This design comes from an exercise in tuning for small area, a short achievable clock period and few clock cycles per item on the open sky130 flow, not from production work.
At most, simulation tests tie the RTL to the original design; equivalence was not proved.
Only the layout flow was run in runs 2 and 3; the RTL was not checked for function there.

==> flow/design.v, too long to show whole: its modules and the start of the top module <==
// module hlsm_dp_param: 1010 lines
// module hdp_fa: 4 lines
// module hdp_ha: 4 lines
// module hdp_gp: 4 lines
// module hdp_g: 3 lines
// module hdp_aon: 3 lines
// module hdp_x2: 3 lines
// module hdp_mj: 3 lines
// module hdp_bs: 3 lines
module hlsm_dp_param (
  input  logic        Clk,
  input  logic        Rst,
  input  logic        Start,
  input  logic [31:0] a,
  input  logic [31:0] b,
  input  logic [31:0] c,
  output logic        Busy,
  output logic        Done,
  output logic [31:0] z,
  output logic [31:0] x,
  output logic        Ovf
);
  // ...
==> flow/flow/run.sh <==
#!/bin/bash
# Own layout flow: the standard flow (standard.sh) in three parts.
#  1. standard synthesis, unchanged;
#  2. flow/downsize.tcl: every combinational cell that synthesis mapped to a
#     drive strength above 1 is set to strength 1 (same function and pins); the
#     resizer later upsizes what timing needs;
#  3. the rest of the standard flow, with a tighter internal repair target for
#     setup (SETUP_SLACK_MARGIN; the SDC is unchanged) and buf_2 port buffers.
# Each tool's output goes to a log file of its own here (and ORFS's per-step
# logs under orfs/logs).
set -euo pipefail
MARGIN=${MARGIN:-7.5}
bash standard.sh synth > make_synth.log 2>&1
openroad -no_init -exit flow/downsize.tcl > downsize.log 2>&1
bash standard.sh SETUP_SLACK_MARGIN=$MARGIN \
  "BUFFER_PORTS_ARGS=-buffer_cell sky130_fd_sc_hd__buf_2" finish > make_finish.log 2>&1
==> flow/flow/downsize.tcl <==
# Set combinational cells of drive strength > 1 to strength 1 in 1_synth.odb.
set odb_file orfs/results/sky130hd/hlsm_dp_param/base/1_synth.odb
read_db $odb_file
set db [ord::get_db]
set n 0
foreach inst [[ord::get_db_block] getInsts] {
  set m [$inst getMaster]
  set name [$m getName]
  if {[regexp {^(sky130_fd_sc_hd__)(\w+)_([0-9]+)$} $name -> pre base size]} {
    if {$size <= 1} continue
    if {[regexp {^(df|edf|sdf|dl|clk|buf|inv|conb|tap|fill|decap)} $base]} continue
    set small [$db findMaster ${pre}${base}_1]
    if {$small eq "NULL" || $small eq ""} continue
    # same pin names required
    set p1 [lsort [lmap t [$m getMTerms] {$t getName}]]
    set p2 [lsort [lmap t [$small getMTerms] {$t getName}]]
    if {$p1 ne $p2} continue
    $inst swapMaster $small
    incr n
  }
}
puts "downsized $n cells"
write_db $odb_file
==> flow/standard.sh <==
#!/bin/bash
# synth_recipe.tcl (not shown) runs the flow's synth.tcl, then flattens the netlist and writes it again
# the make line also repeats each setting of config.mk as NAME=value (left out here)
make -C /OpenROAD-flow-scripts/flow DESIGN_CONFIG=/design/flow/config.mk WORK_HOME=/design/flow/orfs CLKGATE_MAP_FILE= SYNTH_SCRIPT=/design/flow/synth_recipe.tcl "${@:-finish}"
==> flow/config.mk <==
export PLATFORM = sky130hd
export DESIGN_NAME = hlsm_dp_param
export DESIGN_NICKNAME = hlsm_dp_param
export VERILOG_FILES = /design/flow/design.v
export SDC_FILE = /design/flow/constraint.sdc
export NUM_CORES = 4
export LEC_CHECK = 0
export CAP_MARGIN = 20
export CORE_MARGIN = 2
export CORE_UTILIZATION = 40
export CTS_BUF_LIST = sky130_fd_sc_hd__clkbuf_4 sky130_fd_sc_hd__clkbuf_8
export SLEW_MARGIN = 20
export SYNTH_HIERARCHICAL = 1
export SYNTH_MINIMUM_KEEP_SIZE = 0
==> flow/constraint.sdc <==
create_clock -name core_clock -period 12.5 [get_ports {Clk}]
set_input_delay 2.5000 -clock core_clock [delete_from_list [all_inputs] [get_ports {Clk}]]
set_output_delay 2.5000 -clock core_clock [all_outputs]
set_load 0.01 [all_outputs]
==> flow_summary_export.csv, run 1 <==
group,metric,value,unit
yosys,synth_cells,2002,
final_layout,drive_gt1_frac,0.2016,
timing,hold_ws,478.3,ps
final_layout,utilization,0.4815,
final_layout,multiInputGateArea,17510,um^2
cts,cts_setup_buffers,40,
final_layout,final-nonclk-buf-share,0.06941,
min_path,holdPathStages,1,
cts,clockBufferDepth,3,
global_routing,grt_remaining_overflow,0,
detailed_routing,wl_met3,6.095,mm
final_layout,layout_commonest_cell,"xnor2_1",
global_routing,grt_use_met1,0.3232,
timing,fin_tns_setup,0,ps
worst_setup_path,cp_max_fo,5,
die,io_pins,166,
worst_setup_path,rr_endpoint,"xpr[30]",
timing,setup_ws,7446,ps
timing,slew_headroom,0.4252,
placement,post_dp_cell_area,25470,um^2
detailed_routing,vias,18119,
detailed_routing,drt_first_pass_iters,7,
global_routing,grt_pass1_wl,114.5,mm
worst_setup_path,arrival,2550,ps
detailed_routing,wl_met1,30.67,mm
cts,cts-root-buf,"clkbuf_8",
worst_setup_path,slowest_stage,"edfxtp_1",
worst_setup_path,critPathKind,"reg2out",
detailed_routing,wl_met2,36.22,mm
global_routing,grtUsageMet2,0.4172,
timing,hold_viol,0,
final_layout,multi_input_comb_cells,1711,
placement,pre_cts_slack,6906,ps
final_layout,inverters,71,
global_routing,top_usage_layer,"met2",
run_status,status,"timing/DRC/antenna clean",
placement,portBuffers,165,
Testbench counts, summed over its fixed seeds: cycles 4,800, items 2,400.
==> run 2: changes to the inputs <==
--- a/flow/design.v
+++ b/flow/design.v
@@ -58,17 +58,25 @@
   logic [32:0] pp [17];
   logic [32:0] ts, tc;
   logic [31:0] s3, c3, xp, xg, xpr, xgr;
   logic        c3r31;
   logic [7:0] bg, bp, bgr, bpr;
   logic        t32r, cfr, p32r;
   for (genvar r = 0; r < 17; r++) begin : g_row
     for (genvar k = 0; k < 33 - 2*r; k++) begin : g_bit
-      hdp_bs u_bs (bo[r], bt[r], bn[r], (k < 32) ? ar[k] : 1'b0, (k >= 1 && k <= 32) ? ar[k-1] : 1'b0, pp[r][k]);
+      if (r == 16) begin : g_top
+        assign pp[r][k] = bo[r] & ar[k];             
+      end else if (k == 0) begin : g_lsb
+        assign pp[r][k] = (bo[r] & ar[k]) ^ bn[r];
+      end else if (k == 32) begin : g_msb
+        assign pp[r][k] = (bt[r] & ar[k-1]) ^ bn[r];
+      end else begin : g_mid
+        hdp_bs u_bs (bo[r], bt[r], bn[r], ar[k], ar[k-1], pp[r][k]);
+      end
     end
   end
   always_ff @(posedge Clk) begin
     if (Busy) begin
       xpr   <= xp;
       xgr   <= xg;
       c3r31 <= c3[31];
       bgr  <= bg;
--- a/flow/flow/run.sh
+++ b/flow/flow/run.sh
@@ -4,13 +4,13 @@
 #  2. flow/downsize.tcl: every combinational cell that synthesis mapped to a
 #     drive strength above 1 is set to strength 1 (same function and pins); the
 #     resizer later upsizes what timing needs;
 #  3. the rest of the standard flow, with a tighter internal repair target for
 #     setup (SETUP_SLACK_MARGIN; the SDC is unchanged) and buf_2 port buffers.
 # Each tool's output goes to a log file of its own here (and ORFS's per-step
 # logs under orfs/logs).
 set -euo pipefail
-MARGIN=${MARGIN:-7.5}
+MARGIN=${MARGIN:-8.25}
 bash standard.sh synth > make_synth.log 2>&1
 openroad -no_init -exit flow/downsize.tcl > downsize.log 2>&1
 bash standard.sh SETUP_SLACK_MARGIN=$MARGIN \
   "BUFFER_PORTS_ARGS=-buffer_cell sky130_fd_sc_hd__buf_2" finish > make_finish.log 2>&1
==> flow_summary_export.csv, run 2 <==
group,metric,value,unit
run_status,status,"timing/DRC/antenna clean",
yosys,synth_cells,2002,
min_path,hp-class,"reg2reg",
detailed_routing,drt-vias-per-instance,5.740,
timing,hold_viol,0,
worst_setup_path,arrival,2580,ps
detailed_routing,drcViolationCount,0,
timing,fin_skew,35.42,ps
timing,fin_tns_setup,0,ps
timing,max_freq,197.0,MHz
global_routing,grt_pass1_vias,19543,
final_layout,final_cell_count_no_fill,3144,
timing,period_minus_slack,5075,ps
die,die_y,245.5,um
detailed_routing,postRouteAntennaNets,0,
worst_setup_path,path_buf_inv,1,
worst_setup_path,critPathRequiredTime,10000,ps
worst_setup_path,rr_endpoint,"xpr[31]",
placement,place_hpwl,53.64,mm
worst_setup_path,worstReg2RegStart,"bt[6]",
final_layout,final_nets,2893,
flow_run,timing.max_cap.violations,0,
timing,rsz0062_at_grt,"true",
timing,setup_viol,0,
worst_setup_path,cp_max_fo,6,
detailed_routing,avgRoutedWirePerCell,25.06,um
final_layout,drive_gt1_frac,0.3231,
worst_setup_path,slowest_stage,"edfxtp_1",
cts,cts_hold_buf,0,
placement,dp_cells,2920,
worst_setup_path,crit_family,"compound AO/OA/AOI/OAI gates",
cts,htree_levels,2,
timing,setup_ws,7425,ps
cts,clkTransAtPathRegs,60,ps
worst_setup_path,crit_path_cell_trace,"a21o_1, a21o_4, a21o_4, a21o_4, a21o_1, xor2_1, buf_2",
global_routing,grt_pass1_wl,118.8,mm
final_layout,layout_commonest_cell,"xnor2_1",
timing,finalCritPeriodShare,0.4060,
die,core_area,57700,um^2
cts,clockBufferDepth,3,
detailed_routing,drt_first_pass_iters,7,
detailed_routing,drt_wl_total,78.80,mm
worst_setup_path,critical_path_depth,7,
die,initial_core_util,0.4044,
cts,clk_latency,640,ps
yosys,synth_area,23330,um^2
timing,tightest_slew,924.2,ps
placement,portBuffers,165,
global_routing,antenna_found_initial,2,
global_routing,grt_max_degree,68,
detailed_routing,vias,18048,
worst_setup_path,critPathLaunch,"xpr[1]",
worst_setup_path,endpoint,"x[21]",
cts,cts_sinks,229,
die,io_pins,166,
worst_setup_path,cp-end-kind,"output port",
placement,pre_cts_slack,6904,ps
timing,slew_headroom,0.3839,
yosys,synth.avg_cell_area,11.65,um^2
yosys,synth_warnings,9,
worst_setup_path,max_stage_delay,390,ps
die,dieArea,60270,um^2
cts,cts-root-buf,"clkbuf_8",
placement,gp_congestion,0.8817,
worst_setup_path,ff2ff_setup_slack,7530,ps
worst_setup_path,critPathKind,"reg2out",
final_layout,final_cell_mix,"xnor2_1 (244), a21o_1 (242), a22oi_1 (206), fa_1 (201), edfxtp_1 (147)",
timing,slew_violations,0,
die,dieWidth,245.5,um
global_routing,grt_remaining_overflow,0,
cts,cts_tree,"done",
final_layout,utilization,0.5223,
worst_setup_path,crit_top_cell,"a21o_4",
min_path,holdPathStages,1,
final_layout,syn_to_final_growth,29.17,%
detailed_routing,dr.first_iter.drc_count,1579,
worst_setup_path,crit_path_start_kind,"register",
die,num_rows,88,
cts,cts_buffers,41,
global_routing,grtUsageTotal,0.2624,
worst_setup_path,r2r_cells,10,
==> run 2: cell count changes in the layout (fill, tap and decap cells not counted), sizes merged, moves of 3 or more <==
cell | before | now
nand3 | 9 | 13
nand2 | 31 | 42
nor3 | 5 | 9
a22oi | 293 | 273
or3 | 3 | 0
conb | 23 | 3
buf | 285 | 312
nor2 | 9 | 14
clkbuf | 58 | 53
==> run 2: repair_timing <==
action	4_1_cts	5_1_grt
pin swaps	121	81
cloned	5	0
endpoints found under the setup margin	122	119
buffers inserted	124	19
resized for setup	298	63
==> run 2: metrics by stage <==
step                      hold WS, ps  cell area, um^2
after floorplan                 521.0            24160
after global placement          458.4            25890
after detailed placement        484.8            25890
after CTS                       501.1            29650
after global routing            573.1            30140
final                           533.9            30140
==> run 2: layout make-up <==
| class | count | area [um^2] |
|---|---|---|
| Fill cell | 4939 | 27560 |
| Multi-Input combinational cell | 1690 | 18950 |
| Sequential cell | 229 | 6286 |
| Timing Repair Buffer | 314 | 2741 |
| Tap cell | 765 | 957.2 |
| Clock buffer | 51 | 645.6 |
| Clock inverter | 23 | 279.0 |
| Inverter | 70 | 270.3 |
| Antenna cell | 2 | 5.005 |
==> run 2: per-layer routing <==
layer	global-route usage	share of wire	wire length, um
met5	0	0	0
met4	0.1298	0.049	3875
met3	0.03634	0.059	4658
met2	0.4456	0.49	38540
met1	0.3272	0.40	31730
==> run 2: worst min-delay path by stage <==
stage / start / end / slack [ps]
6_report: Done / Done / 530
2_1_floorplan: Done / Done / 520
4_1_cts: Done / Done / 500
3_3_place_gp: Done / Done / 460
3_5_place_dp: Done / Done / 480
5_1_grt: Done / Done / 570
==> run 3: changes to the inputs <==
--- a/flow/flow/run.sh
+++ b/flow/flow/run.sh
@@ -10,5 +10,5 @@
 # logs under orfs/logs).
 set -euo pipefail
-MARGIN=${MARGIN:-8.25}
+MARGIN=${MARGIN:-7.5}
 bash standard.sh synth > make_synth.log 2>&1
 openroad -no_init -exit flow/downsize.tcl > downsize.log 2>&1
==> flow_summary_export.csv, run 3 <==
group,metric,value,unit
run_status,status,"timing/DRC/antenna clean",
cts,htree_levels,2,
detailed_routing,postRouteAntennaNets,0,
global_routing,grt_remaining_overflow,0,
detailed_routing,drt-vias-per-instance,5.733,
global_routing,grtUsageTotal,0.2426,
min_path,holdPathStages,1,
timing,slew_violations,0,
cts,cts_buffers,41,
placement,gp_congestion,0.9185,
global_routing,grt_pass1_vias,18446,
cts,cts_tree,"done",
final_layout,drive_gt1_frac,0.1973,
global_routing,grt_pass1_wl,111.1,mm
timing,period_minus_slack,5022,ps
detailed_routing,vias,17791,
worst_setup_path,slowest_stage,"edfxtp_1",
detailed_routing,wl_met1,29.82,mm
final_layout,layout_commonest_cell,"xnor2_1",
worst_setup_path,critPathRequiredTime,10000,ps
timing,rsz0062_at_grt,"true",
timing,max_freq,199.1,MHz
global_routing,antenna_found_initial,3,
placement,portBuffers,165,
cts,cts_hold_buf,0,
final_layout,fin_area,27510,um^2
timing,tightest_slew,945.8,ps
worst_setup_path,crit_top_cell,"a21o_4",
timing,hold_ws,494.3,ps
die,core_area,57700,um^2
timing,hold_viol,0,
placement,place_hpwl,53.07,mm
die,dieArea,60270,um^2
die,die_y,245.5,um
yosys,synth_warnings,9,
worst_setup_path,arrival,2520,ps
cts,clkTransAtPathRegs,50,ps
die,num_rows,88,
yosys,synth_area,23330,um^2
worst_setup_path,ff2ff_setup_slack,7480,ps
yosys,synth_cells,2002,
detailed_routing,drt_wl_total,73.94,mm
die,dieWidth,245.5,um
cts,clockBufferDepth,3,
flow_run,timing.max_cap.violations,0,
worst_setup_path,cp_max_fo,5,
worst_setup_path,r2r_cells,12,
detailed_routing,drcViolationCount,0,
worst_setup_path,cp-end-kind,"output port",
cts,clk_latency,650,ps
final_layout,final_nets,2852,
cts,cts_sinks,229,
timing,fin_skew,37.52,ps
global_routing,grt_max_degree,71,
detailed_routing,avgRoutedWirePerCell,23.83,um
detailed_routing,wl_met3,5.608,mm
die,initial_core_util,0.4044,
worst_setup_path,max_stage_delay,400,ps
cts,cts-root-buf,"clkbuf_8",
final_layout,final_cell_mix,"xnor2_1 (281), a22oi_1 (253), fa_1 (247), a21o_1 (241), ha_1 (182)",
die,io_pins,166,
detailed_routing,wl_met2,35.69,mm
placement,post_dp_cell_area,25310,um^2
final_layout,syn_to_final_growth,17.93,%
timing,finalCritPeriodShare,0.4017,
placement,pre_cts_slack,6915,ps
min_path,hp-class,"reg2reg",
timing,fin_tns_setup,0,ps
worst_setup_path,crit_path_start_kind,"register",
detailed_routing,dr.first_iter.drc_count,1546,
worst_setup_path,critPathKind,"reg2out",
detailed_routing,drt_first_pass_iters,6,
timing,setup_ws,7478,ps
yosys,synth.avg_cell_area,11.65,um^2
timing,setup_viol,0,
worst_setup_path,crit_path_cell_trace,"a21o_1, a21o_4, a21o_4, a21o_4, a21o_1, xor2_1, buf_2",
timing,slew_headroom,0.3695,
detailed_routing,highest_layer,"met5",
## run 3: cell types whose count changed in the layout (fill, tap and decap cells not counted), moves of 37 or more
cell / delta
ha_1: +80
xnor2_2: -37
fa_1: +46
a22oi_2: -47
buf_2: +70
a22oi_1: +47
buf_6: -63
ha_4: -64
xnor2_1: +37
fa_2: -46
## run 3: cell type report
cell class	count	area [um^2]
flip-flops and latches	229	6227
fillers	5279	30180
repair buffers	273	1852
well taps	765	957.2
clock inverters	12	110.1
inverters	70	270.3
multi-input cells	1690	17350
diodes	2	5.005
clock buffers	62	747.0
## run 3: what timing repair did
item                                    in CTS  in global routing
resized for setup                           83                 59
pin swaps                                   32                 73
endpoints found under the setup margin      62                 41
gates cloned                                 3                  0
setup buffers                               33                 55
## run 3: worst paths after layout
kind,to,start
worst min-delay path,Done,Done
min in group asynchronous,Busy,Rst
worst min register to register,Done,Done
worst max-delay path,x[24],xgr[0]
max in group asynchronous,Busy,Rst
worst max register to register,xpr[28],ar[17]
## run 3: critical path: cells and delay by family (launching register included)
family,cells,cell delay (ps)
compound gates,5,1170
flops,1,400
xor+xnor,1,150
buf+inv,1,150
## run 3: per-stage QoR
| step | std cells | utilization |
|---|---|---|
| final | 3103 | 0.4769 |
| after global routing | 3103 | 0.4769 |
| after CTS | 3046 | 0.4646 |
| after detailed placement | 2936 | 0.4387 |
| after global placement | 2936 | 0.4387 |
| after floorplan | 2004 | - |
## run 3: per-layer routing
metal,global-route usage,vias up
li1,-,7854
met1,0.3099,9007
met2,0.4060,750
met3,0.04398,178
met4,0.09626,2
met5,0,-

re-timing with driven ports:
The results above use ideal ports. As a check the final layouts listed here were re-extracted and re-timed, cells and wires unchanged.
Step 1 (the two cells are an assumption about what drives the block):
set clk [get_ports {Clk}]
set_driving_cell -lib_cell sky130_fd_sc_hd__clkbuf_16 $clk
set_driving_cell -lib_cell sky130_fd_sc_hd__buf_2 [delete_from_list [all_inputs] $clk]
Step 2, shift: input delay + t, output delay - t, t = (earliest + latest rising clock arrival at the registers) / 2. This alone moves slack from input paths to output paths.
a / b / c = ideal ports / drivers / drivers and shift; a / b = the first two.
run | t, ns | slack for setup (ns) | worst register clock-pin slew, ns
run 1 | 0.679 | 7.446 / 7.389 / 6.941 | 0.08 / 0.08
run 2 | 0.678 | 7.425 / 7.373 / 7.186 | 0.07 / 0.07
run 3 | 0.680 | 7.478 / 7.428 / 6.953 | 0.08 / 0.08
After both steps every run listed still meets setup and hold. For run 3, which loses most, drivers alone change the setup slack by -0.050 ns; drivers and shift together by -0.525 ns.
